From an optimization exercise on the open Yosys and OpenROAD flow, aimed at small area, a short achievable clock period and few clock cycles per item; shortcuts taken in it are not production practice. RTL that was checked went through simulation tests only; none was proved equivalent to the original.

==> trial 79: inputs <==
## hsl_to_rgb_converter_unit
module hsl_to_rgb_converter_unit #(
  parameter int FRACTION_BITS = hslrgb_pkg::FRACTION_BITS
) (
  input  logic             clk,
  input  logic             rst_n,
  input  logic             in_valid,
  output logic             in_stall,
  input  hslrgb_pkg::hsl_t in_data,
  output logic             out_valid,
  input  logic             out_stall,
  output hslrgb_pkg::rgb_t out_data
);
==> module hsl_to_rgb_converter_unit, before the edit <==
module hsl_to_rgb_converter_unit #(
  parameter int FRACTION_BITS = hslrgb_pkg::FRACTION_BITS
) (
  input  logic             clk,
  input  logic             rst_n,
  input  logic             in_valid,
  output logic             in_stall,
  input  hslrgb_pkg::hsl_t in_data,
  output logic             out_valid,
  input  logic             out_stall,
  output hslrgb_pkg::rgb_t out_data
);
  logic       en;
  logic [3:0] vld_r;
  assign en       = !(vld_r[3] && out_stall);
  assign in_stall = !en;
  always_ff @(posedge clk) begin
    if (!rst_n) begin
      vld_r <= '0;
    end else if (en) begin
      vld_r <= {vld_r[2:0], in_valid};
    end
  end
  logic [11:0] lp, lmin;
  logic        inc, lhi;
  logic [12:0] m3a, m3b, m3c, m3s, m3y, m3;
  always_comb begin
    lhi = in_data.lightness[12] | in_data.lightness[11];
    inc = in_data.lightness[11];
    lp  = inc ? ~in_data.lightness[11:0] : in_data.lightness[11:0];
    m3a = 13'(lp);
    m3b = {lp, inc};
    m3c = {11'd0, inc, 1'b0};
    m3s = m3a ^ m3b ^ m3c;
    m3y = {((m3a[11:0] & m3b[11:0]) | (m3a[11:0] & m3c[11:0]) | (m3b[11:0] & m3c[11:0])), 1'b0};
    if (in_data.lightness[12]) begin
      lmin = '0;
      m3   = '0;
    end else begin
      lmin = lp + 12'(inc);
      m3   = m3s + m3y;
    end
  end
  logic [11:0] s0_m_r;
  logic [14:0] s0_hue_r;
  logic [5:0]  s0_s1_r, s0_s2_r, s0_s3_r;
  logic [12:0] s0_m3_r;
  logic        s0_sfull_r, s0_lhi_r;
  logic [11:0] cmul;
  logic [12:0] c, lig;
  logic [6:0]  hh;
  logic [7:0]  hlo;
  logic [2:0]  sect;
  logic [3:0]  frac_hi;
  logic [11:0] k;
  hslrgb_mul_c u_mul_c (
    .x_i    (s0_m_r),
    .x3_i   (s0_m3_r),
    .s1_i   (s0_s1_r),
    .s2_i   (s0_s2_r),
    .s3_i   (s0_s3_r),
    .prod_o (cmul)
  );
  always_comb begin
    hh  = s0_hue_r[14:8];
    hlo = s0_hue_r[7:0];
    if (hh >= 7'd90) begin
      sect    = 3'd5;
      frac_hi = 4'd0;
    end else begin
      sect    = 3'(hh / 7'd15);
      frac_hi = 4'(hh % 7'd15);
    end
    if (hh >= 7'd90)
      k = '0;
    else if (sect[0])
      k = {4'd14 - frac_hi, ~hlo} + 12'd1;    
    else
      k = {frac_hi, hlo};                     
  end
  logic [6:0] k_one, k_two;
  logic [5:0] k_neg;
  hslrgb_booth u_booth (
    .y_i   (k),
    .one_o (k_one),
    .two_o (k_two),
    .neg_o (k_neg)
  );
  always_comb begin
    c   = s0_sfull_r ? {s0_m_r, 1'b0} : {1'b0, cmul};
    lig = s0_lhi_r ? (13'd4096 - 13'(s0_m_r)) : 13'(s0_m_r);
  end
  logic [12:0] s1_c_r, s1_l_r;
  logic [6:0]  s1_one_r, s1_two_r;
  logic [5:0]  s1_neg_r;
  logic [2:0]  s1_sect_r;
  logic [15:0] q;
  logic [12:0] m0, peak;
  hslrgb_mul_x u_mul_x (
    .x_i    (s1_c_r),
    .one_i  (s1_one_r),
    .two_i  (s1_two_r),
    .neg_i  (s1_neg_r),
    .prod_o (q)
  );
  always_comb begin
    m0   = s1_l_r - (s1_c_r >> 1);
    peak = s1_l_r + (s1_c_r >> 1) + 13'(s1_c_r[0]);
  end
  logic [15:0] s2_q_r;
  logic [12:0] s2_m_r, s2_p_r;
  logic [2:0]  s2_sect_r;
  logic [12:0] xm;
  logic [12:0] s3_x_r, s3_m_r, s3_p_r;
  logic [2:0]  s3_sect_r;
  hslrgb_div u_div (
    .q_i   (s2_q_r),
    .add_i (s2_m_r),
    .sum_o (xm)
  );
  always_comb begin
    case (s3_sect_r)
      3'd0:    out_data = {s3_p_r, s3_x_r, s3_m_r};
      3'd1:    out_data = {s3_x_r, s3_p_r, s3_m_r};
      3'd2:    out_data = {s3_m_r, s3_p_r, s3_x_r};
      3'd3:    out_data = {s3_m_r, s3_x_r, s3_p_r};
      3'd4:    out_data = {s3_x_r, s3_m_r, s3_p_r};
      default: out_data = {s3_p_r, s3_m_r, s3_x_r};
    endcase
  end
  always_ff @(posedge clk) begin
    if (en) begin
      s0_m_r     <= lmin;
      s0_m3_r    <= m3;
      s0_lhi_r   <= lhi;
      for (int i = 0; i < 6; i++) begin
        s0_s1_r[i] <= ~in_data.saturation[2*i+1] &  in_data.saturation[2*i];
        s0_s2_r[i] <=  in_data.saturation[2*i+1] & ~in_data.saturation[2*i];
        s0_s3_r[i] <=  in_data.saturation[2*i+1] &  in_data.saturation[2*i];
      end
      s0_sfull_r <= in_data.saturation[12];
      s0_hue_r   <= in_data.hue;
      s1_c_r     <= c;
      s1_l_r     <= lig;
      s1_one_r   <= k_one;
      s1_two_r   <= k_two;
      s1_neg_r   <= k_neg;
      s1_sect_r  <= sect;
      s2_q_r     <= q;
      s2_m_r     <= m0;
      s2_p_r     <= peak;
      s2_sect_r  <= s1_sect_r;
      s3_x_r     <= xm;
      s3_m_r     <= s2_m_r;
      s3_p_r     <= s2_p_r;
      s3_sect_r  <= s2_sect_r;
    end
  end
  assign out_valid = vld_r[3];
endmodule
Settings: LEC_CHECK=0, CAP_MARGIN=20, CORE_MARGIN=2, CORE_UTILIZATION=40, PLACE_DENSITY=0.6, SETUP_SLACK_MARGIN=2.0, SLEW_MARGIN=20; clock period 7.0 ns.
standard.sh (not shown) runs the stock make flow with config.mk's settings and CLKGATE_MAP_FILE= SYNTH_SCRIPT=/design/flow/synth_recipe.tcl, a recipe that flattens the netlist after the stock synthesis.
==> flow/flow/run.sh <==
#!/bin/bash
# The standard layout (the standard.sh: ORFS synthesis to finish) with two
# changes that keep the design and its registers as the standard synthesis
# makes them:
#  - after synthesis, flow/invopt.py removes inverters around full adders
#    (a full adder of inverted inputs gives inverted outputs), a purely
#    combinational rewrite of the netlist;
#  - the port buffers use the smallest plain buffer instead of the delay
#    buffer buffer_ports picks by default. Every port is still buffered.
set -euo pipefail
RES=orfs/results/${FLOW_PLATFORM:-sky130hd}/hsl_to_rgb_converter_unit/base
bash standard.sh synth > standard_synth.log 2>&1
cp $RES/1_2_yosys.v yosys_netlist_orig.v
if python3 flow/invopt.py yosys_netlist_orig.v yosys_netlist_opt.v > invopt.log 2>&1; then
  cp yosys_netlist_opt.v $RES/1_2_yosys.v
  rm -f $RES/1_synth.odb $RES/1_synth.sdc
fi
bash standard.sh "BUFFER_PORTS_ARGS=-buffer_cell sky130_fd_sc_hd__buf_1" finish > standard_flow.log 2>&1
Other scripts of this flow, unchanged in this note and not shown: flow/flow/invopt.py
==> inputs of build 73, as changes to trial 79 <==
--- a/flow/design.v
+++ b/flow/design.v
@@ -1529,29 +1529,4 @@
   end
-  logic [11:0] lp, lmin;
-  logic        inc, lhi;
-  logic [12:0] m3a, m3b, m3c, m3s, m3y, m3;
-  always_comb begin
-    lhi = in_data.lightness[12] | in_data.lightness[11];
-    inc = in_data.lightness[11];
-    lp  = inc ? ~in_data.lightness[11:0] : in_data.lightness[11:0];
-    m3a = 13'(lp);
-    m3b = {lp, inc};
-    m3c = {11'd0, inc, 1'b0};
-    m3s = m3a ^ m3b ^ m3c;
-    m3y = {((m3a[11:0] & m3b[11:0]) | (m3a[11:0] & m3c[11:0]) | (m3b[11:0] & m3c[11:0])), 1'b0};
-    if (in_data.lightness[12]) begin
-      lmin = '0;
-      m3   = '0;
-    end else begin
-      lmin = lp + 12'(inc);
-      m3   = m3s + m3y;
-    end
-  end
-  logic [11:0] s0_m_r;
-  logic [14:0] s0_hue_r;
-  logic [5:0]  s0_s1_r, s0_s2_r, s0_s3_r;
-  logic [12:0] s0_m3_r;
-  logic        s0_sfull_r, s0_lhi_r;
-  logic [11:0] cmul;
-  logic [12:0] c, lig;
+  logic [11:0] lmin;
+  logic        lhi;
   logic [6:0]  hh;
@@ -1561,13 +1536,12 @@
   logic [11:0] k;
-  hslrgb_mul_c u_mul_c (
-    .x_i    (s0_m_r),
-    .x3_i   (s0_m3_r),
-    .s1_i   (s0_s1_r),
-    .s2_i   (s0_s2_r),
-    .s3_i   (s0_s3_r),
-    .prod_o (cmul)
-  );
   always_comb begin
-    hh  = s0_hue_r[14:8];
-    hlo = s0_hue_r[7:0];
+    lhi = in_data.lightness[12] | in_data.lightness[11];
+    if (in_data.lightness[12])
+      lmin = '0;
+    else if (in_data.lightness[11])
+      lmin = 12'd0 - in_data.lightness[11:0];
+    else
+      lmin = in_data.lightness[11:0];
+    hh  = in_data.hue[14:8];
+    hlo = in_data.hue[7:0];
     if (hh >= 7'd90) begin
@@ -1586,2 +1560,17 @@
   end
+  logic [11:0] s0_m_r, s0_k_r;
+  logic [5:0]  s0_s1_r, s0_s2_r, s0_s3_r;
+  logic [12:0] s0_m3_r;
+  logic        s0_sfull_r, s0_lhi_r;
+  logic [2:0]  s0_sect_r;
+  logic [11:0] cmul;
+  logic [12:0] c, lig;
+  hslrgb_mul_c u_mul_c (
+    .x_i    (s0_m_r),
+    .x3_i   (s0_m3_r),
+    .s1_i   (s0_s1_r),
+    .s2_i   (s0_s2_r),
+    .s3_i   (s0_s3_r),
+    .prod_o (cmul)
+  );
   logic [6:0] k_one, k_two;
@@ -1589,3 +1578,3 @@
   hslrgb_booth u_booth (
-    .y_i   (k),
+    .y_i   (s0_k_r),
     .one_o (k_one),
@@ -1619,4 +1608,3 @@
   logic [12:0] xm;
-  logic [12:0] s3_x_r, s3_m_r, s3_p_r;
-  logic [2:0]  s3_sect_r;
+  hslrgb_pkg::rgb_t out_r, out_nxt;
   hslrgb_div u_div (
@@ -1627,9 +1615,9 @@
   always_comb begin
-    case (s3_sect_r)
-      3'd0:    out_data = {s3_p_r, s3_x_r, s3_m_r};
-      3'd1:    out_data = {s3_x_r, s3_p_r, s3_m_r};
-      3'd2:    out_data = {s3_m_r, s3_p_r, s3_x_r};
-      3'd3:    out_data = {s3_m_r, s3_x_r, s3_p_r};
-      3'd4:    out_data = {s3_x_r, s3_m_r, s3_p_r};
-      default: out_data = {s3_p_r, s3_m_r, s3_x_r};
+    case (s2_sect_r)
+      3'd0:    out_nxt = {s2_p_r, xm,     s2_m_r};
+      3'd1:    out_nxt = {xm,     s2_p_r, s2_m_r};
+      3'd2:    out_nxt = {s2_m_r, s2_p_r, xm};
+      3'd3:    out_nxt = {s2_m_r, xm,     s2_p_r};
+      3'd4:    out_nxt = {xm,     s2_m_r, s2_p_r};
+      default: out_nxt = {s2_p_r, s2_m_r, xm};
     endcase
@@ -1639,3 +1627,3 @@
       s0_m_r     <= lmin;
-      s0_m3_r    <= m3;
+      s0_m3_r    <= 13'(lmin) + {lmin, 1'b0};
       s0_lhi_r   <= lhi;
@@ -1647,3 +1635,4 @@
       s0_sfull_r <= in_data.saturation[12];
-      s0_hue_r   <= in_data.hue;
+      s0_k_r     <= k;
+      s0_sect_r  <= sect;
       s1_c_r     <= c;
@@ -1653,3 +1642,3 @@
       s1_neg_r   <= k_neg;
-      s1_sect_r  <= sect;
+      s1_sect_r  <= s0_sect_r;
       s2_q_r     <= q;
@@ -1658,6 +1647,3 @@
       s2_sect_r  <= s1_sect_r;
-      s3_x_r     <= xm;
-      s3_m_r     <= s2_m_r;
-      s3_p_r     <= s2_p_r;
-      s3_sect_r  <= s2_sect_r;
+      out_r      <= out_nxt;
     end
@@ -1665,2 +1651,3 @@
   assign out_valid = vld_r[3];
+  assign out_data  = out_r;
 endmodule
ABC_AREA = 1   (was unset)
SETUP_SLACK_MARGIN = 2.3   (was 2.0)
==> run notes <==
quantity	build 73	trial 79
Total area of multi-input combinational cells	10600 um2	11900 um2
Final critical-path share of the clock period	67.0%	71.2%
Count of plain and timing-repair buffers	188	197
Cell area reported after detailed placement	18300 um2	19200 um2
Routed metal-1 wirelength	20.5 mm	19.7 mm
RR Endpoint	s2_q_r[14]	s2_q_r[15]
Run status	no timing/DRC/antenna violations	no timing/DRC/antenna violations
Met2 GRT Util	34.6%	30.8%
Gate count after technology mapping	1885	1805
Final cell count without fillers	2611	2515
Share of cells above drive strength 1	10.6%	11.6%
Worst setup endpoint	s2_q_r[14]	s2_q_r[15]
Fraction of the core area covered by cells at the end of the flow	46.2%	46.0%
Number of buffers and inverters on the critical path	3	1
Req. time, crit path	7230 ps	7210 ps
Post-CTS clock slew at the launch and capture registers of the worst setup and hold paths	80 ps	70 ps
Width of the die	213 um	219 um
Non-Filler Cell Area, Final	20000 um2	20900 um2
Synth Cell Area	17600 um2	18500 um2
Final min period	4690 ps	4990 ps
Testbench counts of build 73, summed over its fixed seeds: cycles 8,032, items 8,000.
Function not checked in trial 79: the RTL went through the layout flow alone.

what the ideal ports hide:
No port has a modelled driver above. Below, the same layouts with a new extraction and two added sets of constraints. Step 1 (the two cells are an assumption about what drives the block):
set clk [get_ports {clk}]
set_driving_cell -lib_cell sky130_fd_sc_hd__clkbuf_16 $clk
set_driving_cell -lib_cell sky130_fd_sc_hd__buf_2 [delete_from_list [all_inputs] $clk]
Step 2, shift: input delay + t, output delay - t, t = (earliest + latest rising clock arrival at the registers) / 2. This alone moves slack from input paths to output paths. a / b / c = ideal ports / drivers / drivers and shift; a / b = the first two.
run	shift t [ns]	setup WS [ns]	latest minus earliest clock arrival (ns)	worst register clock-pin slew, ns	worst slew at a driven data input, ns
trial 79	0.522	2.014 / 2.014 / 2.014	0.014 / 0.015	0.08 / 0.08	0.04
build 73	0.546	2.312 / 2.312 / 2.312	0.018 / 0.019	0.08 / 0.08	0.05
After both steps every run listed still meets setup and hold.
